This design comes from an exercise in tuning for small area, a short achievable clock period and few clock cycles per item on the open sky130 flow, not from production work.
In this exercise RTL edits were held to simulation tests only and were not proved equivalent to the original.
No activity file was given, so power comes from the tool's default toggle rates.

<file path="design/flow/config.mk">
export PLATFORM = sky130hd
export DESIGN_NAME = pe_injection_port
export DESIGN_NICKNAME = pe_injection_port
export VERILOG_FILES = /design/flow/design.v
export SDC_FILE = /design/flow/constraint.sdc
export NUM_CORES = 4
export LEC_CHECK = 0
export CAP_MARGIN = 20
export CORE_MARGIN = 2
export CORE_UTILIZATION = 40
export SLEW_MARGIN = 20
</file>
<file path="design/flow/constraint.sdc">
create_clock -name core_clock -period 7.0 [get_ports {clk}]
set_input_delay 1.4000 -clock core_clock [delete_from_list [all_inputs] [get_ports {clk}]]
set_output_delay 1.4000 -clock core_clock [all_outputs]
set_load 0.01 [all_outputs]
</file>
<file path="design/flow/design.v">
package noc_pkg;
    localparam int PHIT_SIZE          = 16;
    localparam int VC_IDX_W           = 4;
    localparam int LENGTH_PHIT_INDEX  = 1;
    localparam int LENGTH_FIELD_WIDTH = 16;
    localparam int CNT_W              = 17;
    typedef logic [PHIT_SIZE-1:0] phit_t;
    typedef logic [VC_IDX_W-1:0]  vc_idx_t;
    typedef enum logic {
        ARB  = 1'b0,
        SEND = 1'b1
    } out_state_t;
    function automatic logic [CNT_W-1:0] pkt_phits(
        input logic [LENGTH_FIELD_WIDTH-1:0] len,
        input int                            fs
    );
        logic [CNT_W-1:0] p;
        p = CNT_W'(len * fs);
        if (p < CNT_W'(2)) p = CNT_W'(2);
        pkt_phits = p;
    endfunction
endpackage
module inj_vc_fifo #(
    parameter int W     = 17,
    parameter int DEPTH = 4
) (
    input  logic         clk,
    input  logic         rst,
    input  logic         push,
    input  logic [W-1:0] din,
    input  logic         pop,
    output logic [W-1:0] dout,
    output logic         full,
    output logic         empty
);
    localparam int AW = $clog2(DEPTH);
    logic [W-1:0]  mem [DEPTH];
    logic [AW-1:0] wr_ptr;
    logic [AW-1:0] rd_ptr;
    logic [AW:0]   count;
    assign full  = count[AW];
    assign empty = (count == '0);
    assign dout  = mem[rd_ptr];
    always_ff @(posedge clk) begin
        if (rst) begin
            wr_ptr <= '0;
            rd_ptr <= '0;
            count  <= '0;
        end else begin
            if (push) wr_ptr <= wr_ptr + AW'(1);
            if (pop)  rd_ptr <= rd_ptr + AW'(1);
            case ({push, pop})
                2'b10:   count <= count + (AW+1)'(1);
                2'b01:   count <= count - (AW+1)'(1);
                default: count <= count;
            endcase
        end
    end
    always_ff @(posedge clk) begin
        if (push) mem[wr_ptr] <= din;
    end
endmodule
module pe_injection_port #(
    parameter int phit_size               = noc_pkg::PHIT_SIZE,
    parameter int flit_size               = 1,
    parameter int addr_length             = 8,
    parameter int addr_place_in_header    = 0,
    parameter int no_vc                   = 8,
    parameter int floorplusone_log2_no_vc = noc_pkg::VC_IDX_W,
    parameter int buf_depth               = 4
) (
    input  logic                               clk,
    input  logic                               full_reset,
    input  logic [phit_size-1:0]               in_data,
    input  logic                               in_sent_req,
    input  logic                               in_new,
    input  logic [floorplusone_log2_no_vc-1:0] in_vc_no,
    output logic                               out_ready,
    output logic [phit_size-1:0]               out_data,
    output logic                               out_sent_req,
    output logic                               out_new,
    output logic                               out_tail,
    output logic [floorplusone_log2_no_vc-1:0] out_vc_no,
    input  logic                               in_ready,
    output logic [addr_length-1:0]             out_dest_addr,
    output logic                               protocol_error,
    output logic [31:0]                        no_packet_inject_report,
    output logic [31:0]                        stall_cycles_report
);
    localparam int LFW = noc_pkg::LENGTH_FIELD_WIDTH;
    localparam int VW  = floorplusone_log2_no_vc;
    localparam int SW  = $clog2(no_vc);
    localparam int EW  = phit_size + 1;
    logic [no_vc-1:0] full, empty, push, pop;
    logic [EW-1:0]    head [no_vc];
    logic [no_vc-1:0] body, lenx;
    logic [LFW-1:0]   rem [no_vc];
    logic [SW-1:0]  iv;
    logic           in_range, sel_full, sel_body, sel_lenx;
    logic [LFW-1:0] sel_rem, rem_nxt;
    logic           wr, ok, last;
    assign iv       = in_vc_no[SW-1:0];
    assign in_range = (in_vc_no < VW'(no_vc));
    always_comb begin
        sel_full = 1'b1;
        sel_body = 1'b0;
        sel_lenx = 1'b0;
        sel_rem  = '0;
        for (int v = 0; v < no_vc; v++) begin
            if (iv == SW'(v)) begin
                sel_full = full[v];
                sel_body = body[v];
                sel_lenx = lenx[v];
                sel_rem  = rem[v];
            end
        end
    end
    assign out_ready = in_range & ~sel_full;
    assign wr        = in_sent_req & out_ready;
    assign ok        = in_new ^ sel_body;
    assign last      = ~in_new & (sel_lenx ? (in_data[LFW-1:0] < LFW'(3))
                                           : (sel_rem == '0));
    assign rem_nxt   = sel_lenx ? (in_data[LFW-1:0] - LFW'(3))
                                : (sel_rem - LFW'(1));
    for (genvar v = 0; v < no_vc; v++) begin : g_vc
        logic hit;
        assign hit     = wr & (iv == SW'(v));
        assign push[v] = hit & ok;
        always_ff @(posedge clk) begin
            if (full_reset) begin
                body[v] <= 1'b0;
                lenx[v] <= 1'b0;
            end else if (push[v]) begin
                body[v] <= in_new | ~last;
                lenx[v] <= in_new;
            end
        end
        always_ff @(posedge clk) begin
            if (push[v] & ~in_new) rem[v] <= rem_nxt;
        end
        inj_vc_fifo #(
            .W     (EW),
            .DEPTH (buf_depth)
        ) u_fifo (
            .clk   (clk),
            .rst   (full_reset),
            .push  (push[v]),
            .din   ({last, in_data}),
            .pop   (pop[v]),
            .dout  (head[v]),
            .full  (full[v]),
            .empty (empty[v])
        );
    end
    logic                   lock, first, hs;
    logic [SW-1:0]          grant, winner, sel;
    logic                   found;
    logic [EW-1:0]          s_head;
    logic                   s_empty;
    logic [addr_length-1:0] dest;
    always_comb begin
        found  = 1'b0;
        winner = grant;
        for (int v = 0; v < no_vc; v++) begin
            if (!found && !empty[v] && (SW'(v) > grant)) begin
                found  = 1'b1;
                winner = SW'(v);
            end
        end
        for (int v = 0; v < no_vc; v++) begin
            if (!found && !empty[v] && (SW'(v) <= grant)) begin
                found  = 1'b1;
                winner = SW'(v);
            end
        end
    end
    assign sel = lock ? grant : winner;
    always_comb begin
        s_head  = '0;
        s_empty = 1'b1;
        for (int v = 0; v < no_vc; v++) begin
            if (sel == SW'(v)) begin
                s_head  = head[v];
                s_empty = empty[v];
            end
        end
    end
    assign out_sent_req  = ~s_empty;
    assign hs            = out_sent_req & in_ready;
    assign out_data      = s_head[phit_size-1:0];
    assign out_new       = ~lock | first;
    assign out_tail      = s_head[phit_size];
    assign out_vc_no     = VW'(sel);
    assign out_dest_addr = lock ? dest
                                : s_head[addr_place_in_header +: addr_length];
    always_comb begin
        pop = '0;
        for (int v = 0; v < no_vc; v++)
            pop[v] = hs & (sel == SW'(v));
    end
    always_ff @(posedge clk) begin
        if (full_reset) begin
            lock  <= 1'b0;
            first <= 1'b0;
            grant <= SW'(no_vc - 1);
        end else if (!lock) begin
            if (found) begin
                lock  <= 1'b1;
                first <= ~in_ready;
                grant <= winner;
            end
        end else if (hs) begin
            first <= 1'b0;
            if (s_head[phit_size]) lock <= 1'b0;
        end
    end
    always_ff @(posedge clk) begin
        if (!lock) dest <= s_head[addr_place_in_header +: addr_length];
    end
    always_ff @(posedge clk) begin
        if (full_reset) protocol_error <= 1'b0;
        else if (wr & ~ok) protocol_error <= 1'b1;
    end
    logic [31:0] pkt_cnt, stall_cnt;
    always_ff @(posedge clk) begin
        if (full_reset) begin
            pkt_cnt   <= '0;
            stall_cnt <= '0;
        end else begin
            if (hs & out_tail)            pkt_cnt   <= pkt_cnt + 32'd1;
            if (in_sent_req & ~out_ready) stall_cnt <= stall_cnt + 32'd1;
        end
    end
    assign no_packet_inject_report = pkt_cnt;
    assign stall_cycles_report     = stall_cnt;
endmodule
</file>
<file path="design/flow/run.sh">
#!/bin/bash
# synth_recipe.tcl (not shown) runs the flow's synth.tcl, then flattens the netlist and writes it again
# the make line also repeats each setting of config.mk as NAME=value (left out here)
make -C /OpenROAD-flow-scripts/flow DESIGN_CONFIG=/design/flow/config.mk WORK_HOME=/design/flow/orfs CLKGATE_MAP_FILE= SYNTH_SCRIPT=/design/flow/synth_recipe.tcl finish
</file>
==> summary.txt <==
==> routing by layer <==
metal  GRT usage  up-vias
met4      0.0600        0
met3      0.0288      150
met5           0        -
li1            -     9021
met1       0.268    10599
met2       0.337      656
==> final timing paths <==
kind                                                              to  slack [ns]  cells past startpoint
worst min register to register                       dest[0]$_DFF_P_        0.47                      1
worst min-delay path                                 dest[0]$_DFF_P_        0.47                      1
worst max register to register  g_vc[4].u_fifo.count[2]$_SDFFE_PP0P_        1.65                     15
worst max-delay path                                        out_tail        0.47                     12
==> critical path: cells and delay by family, from the launching register on <==
family / cells / cell delay (ns)
flip-flops: 1 / 0.63
buffers and inverters: 4 / 1.22
AO/OA/AOI/OAI: 5 / 1.79
AND/OR/NAND/NOR: 3 / 0.88
==> report_power, final <==
group / switching (uW) / internal (uW)
logic: 1750 / 1290
registers: 67.2 / 5460
clock network: 1920 / 2820
==> kinds of logic after synthesis <==
| family | share of synthesized area |
|---|---|
| compound gates | 0.0549 |
| xor+xnor | 0.0251 |
| fa+ha+maj | 0.0206 |
| buf+inv | 0.0207 |
| flops | 0.681 |
| mux | 0.118 |
| other cells | 0.000109 |
| simple gates | 0.0794 |
==> through the flow <==
stage          cells  total power, uW
2_1_floorplan   2257             7330
3_3_place_gp    3497             8540
3_5_place_dp    3497             8600
4_1_cts         3658            13300
5_1_grt         3666            13800
6_report        3667            13300
==> registers in the layout, indices dropped and copies added, names as in the netlist, named ones only <==
register and cells:
protocol_error 1, pkt_cnt 32, dest 8, lock 1, body 8, first 1
g_vc.u_fifo.count 24, grant 3, stall_cnt 32, g_vc.u_fifo.wr_ptr 16, g_vc.u_fifo.mem 544, rem 128
lenx 8, g_vc.u_fifo.rd_ptr 16
==> cell usage in the layout, fill, tap and decap left out, drive strengths merged, types with 63 or more instances in the layout <==
master / instances
nand2: 118
buf: 99
mux4: 145
nor2: 212
clkdlybuf4s50: 117
clkbuf: 117
inv: 72
edfxtp: 672
a21oi: 104
mux2i: 63
dfxtp: 166
==> what timing repair did <==
item	4_1_cts	5_1_grt
endpoints found under the setup margin	2	16
buffers inserted	2	8
pin swaps	1	2
cloned	0	0
==> area by class of cell <==
| class | count | area, sq um | area share |
|---|---|---|---|
| sequential | 838 | 23500 | 0.582 |
| multi-input combinational | 1238 | 10300 | 0.256 |
| clock buffer | 117 | 2440 | 0.0604 |
| timing repair buffer | 216 | 1920 | 0.0476 |
| tap | 1144 | 1430 | 0.0354 |
| clock inverter | 42 | 502 | 0.0124 |
| inverter | 71 | 269 | 0.00666 |
| antenna | 1 | 2.50 | 0.0000619 |
==> summary.txt <==
Chip Width=298 um; worst rel slew slack=0.246; crit path from=grant[2]$_SDFFE_PP1P_; Worst R2R Start=grant[2]$_SDFFE_PP1P_; maximum vdd drop=0.320 mV; area leader, netlist=edfxtp_1; largest net degree at the start of global routing=78; DR top layer=met4; total track usage=0.200; Hold Crit Class=reg -> reg; PwrDens=329 nW/um^2; Initial Util=0.404; routed wire length per instance=24.3 um; Die Ht=between 200 and 300 um; Max Clk Rate=153 MHz; Rows=107; Distinct cells, synth=78; Synth top cells by count=edfxtp_1 (672), nor2_1 (212), dfxtp_1 (166); crit-path cells=o21ai_0, a222oi_1, buf_4, buf_4, nor4b_2, a21o_1, a22o_1, inv_4, or3_1, a21oi_1, nor2_1, clkdlybuf4s50_1; io pins=~120; dominant cells by area after synthesis=edfxtp_1 (58%), dfxtp_1 (9.6%), mux4_2 (9.5%), nor2_1 (2.3%), mux2i_1 (1.8%); Antenna Violating Nets Remaining=0; Critical Path End Type=primary output; port bufs=120; setup ws final=0.468 ns; initial antenna violation count=0; hold wc startpoint=dest[0]$_DFF_P_; most used cell, CP=buf_4; synthesized flop and latch total=about 840; Routed WL=89000 um; first-pass GRT wire length=between 100000 and 150000 um; CP required=5.60 ns; CTS hold repair buffers=0; die area=88600 sq um; outcome=timing/DRC/antenna clean; Initial DRC Count=1920; drt first pass iters=6; Final Setup Violations=0; CP Launch Type=flop; Top FF cell, synth=edfxtp_1; share of layout cells above drive strength 1=0.166; setup tns final=0 ns; Worst path slowest cell=dfxtp_1; Pleak=0.0129 uW; Post-Syn Instances=2257; Final Max Slew Viols=0; Clock transition at path regs=about 0.06 ns; RSZ-0062 raised after global routing=no; TritonCTS clock tree=yes; RePlAce Congestion=0.875; async set-reset flop share out of synthesis=0; Hold WS=0.473 ns; worst-margin pin slew=1.13 ns; period utilisation layout=0.933; post-placement cell area=between 30000 and 40000 sq um; CTS root buf=clkbuf_16; H-tree depth=3; via count=slightly above 20k; Worst path max stage delay=0.63 ns; Synth top area share=0.585; synthesized area per cell=15.3 sq um; register area share after synthesis=0.681; crit path max fanout=53; post_cts resized=0; WL met2=43900 um; routed length on met1=about 38000 um; Worst-Skew Late Latency=0.64 ns; design area=40400 sq um; Post-Syn Area=34500 sq um; Final Util=0.474; Final Hold Viols=0; CP Data Arrival Time=around 5.1 ns; Num CTS Buffers=85; Vias per Instance=5.57; DRC=0; clock tree buffer depth=3; TritonCTS sink count=838; Max Cap Viol=0; Post-synth EDFFs=approximately 670; clock skew=0.0289 ns; most numerous cell in the Yosys netlist=edfxtp_1; pre-CTS WS=0.673 ns; Synthesis Warnings=5; gr ovfl total=0; P&R area growth vs syn=17.1%; HPWL Detailed=57800 um; Filler cells=7295; net count after synthesis=2334; CP Class=reg -> out; DR WL met3=between 5000 and 6000 um; vias in the first global route=roughly 20k; minimum clock period after layout=roughly 6.5 ns; nets=2527; CORE AREA=85300 sq um
Testbench counts, summed over its fixed seeds: cycles 10,587, packets 2,400.

==> what the ideal ports hide <==
Ports are ideal in the flow. The routed layout listed here was re-timed in OpenROAD.
Step 1: set_driving_cell puts a clkbuf_16 on clk and a buf_2 on each other input, an assumption about the parent block.
Step 2 adds t to the input delays and takes it off the output delays; t is the mean of the earliest and latest rising clock arrival at the registers after step 1. Input paths then give back, and output paths get back, about the clock's delay inside the block.
a / b / c = ideal / step 1 / step 2; a / b = the first two.
t, ns: 0.692
setup WS [ns]: 0.468 / 0.402 / 1.084
latest minus earliest clock arrival (ns): 0.030 / 0.029
After both steps setup and hold are still met in this run. For this run, drivers alone change the setup slack by -0.066 ns; drivers and shift together by +0.616 ns.
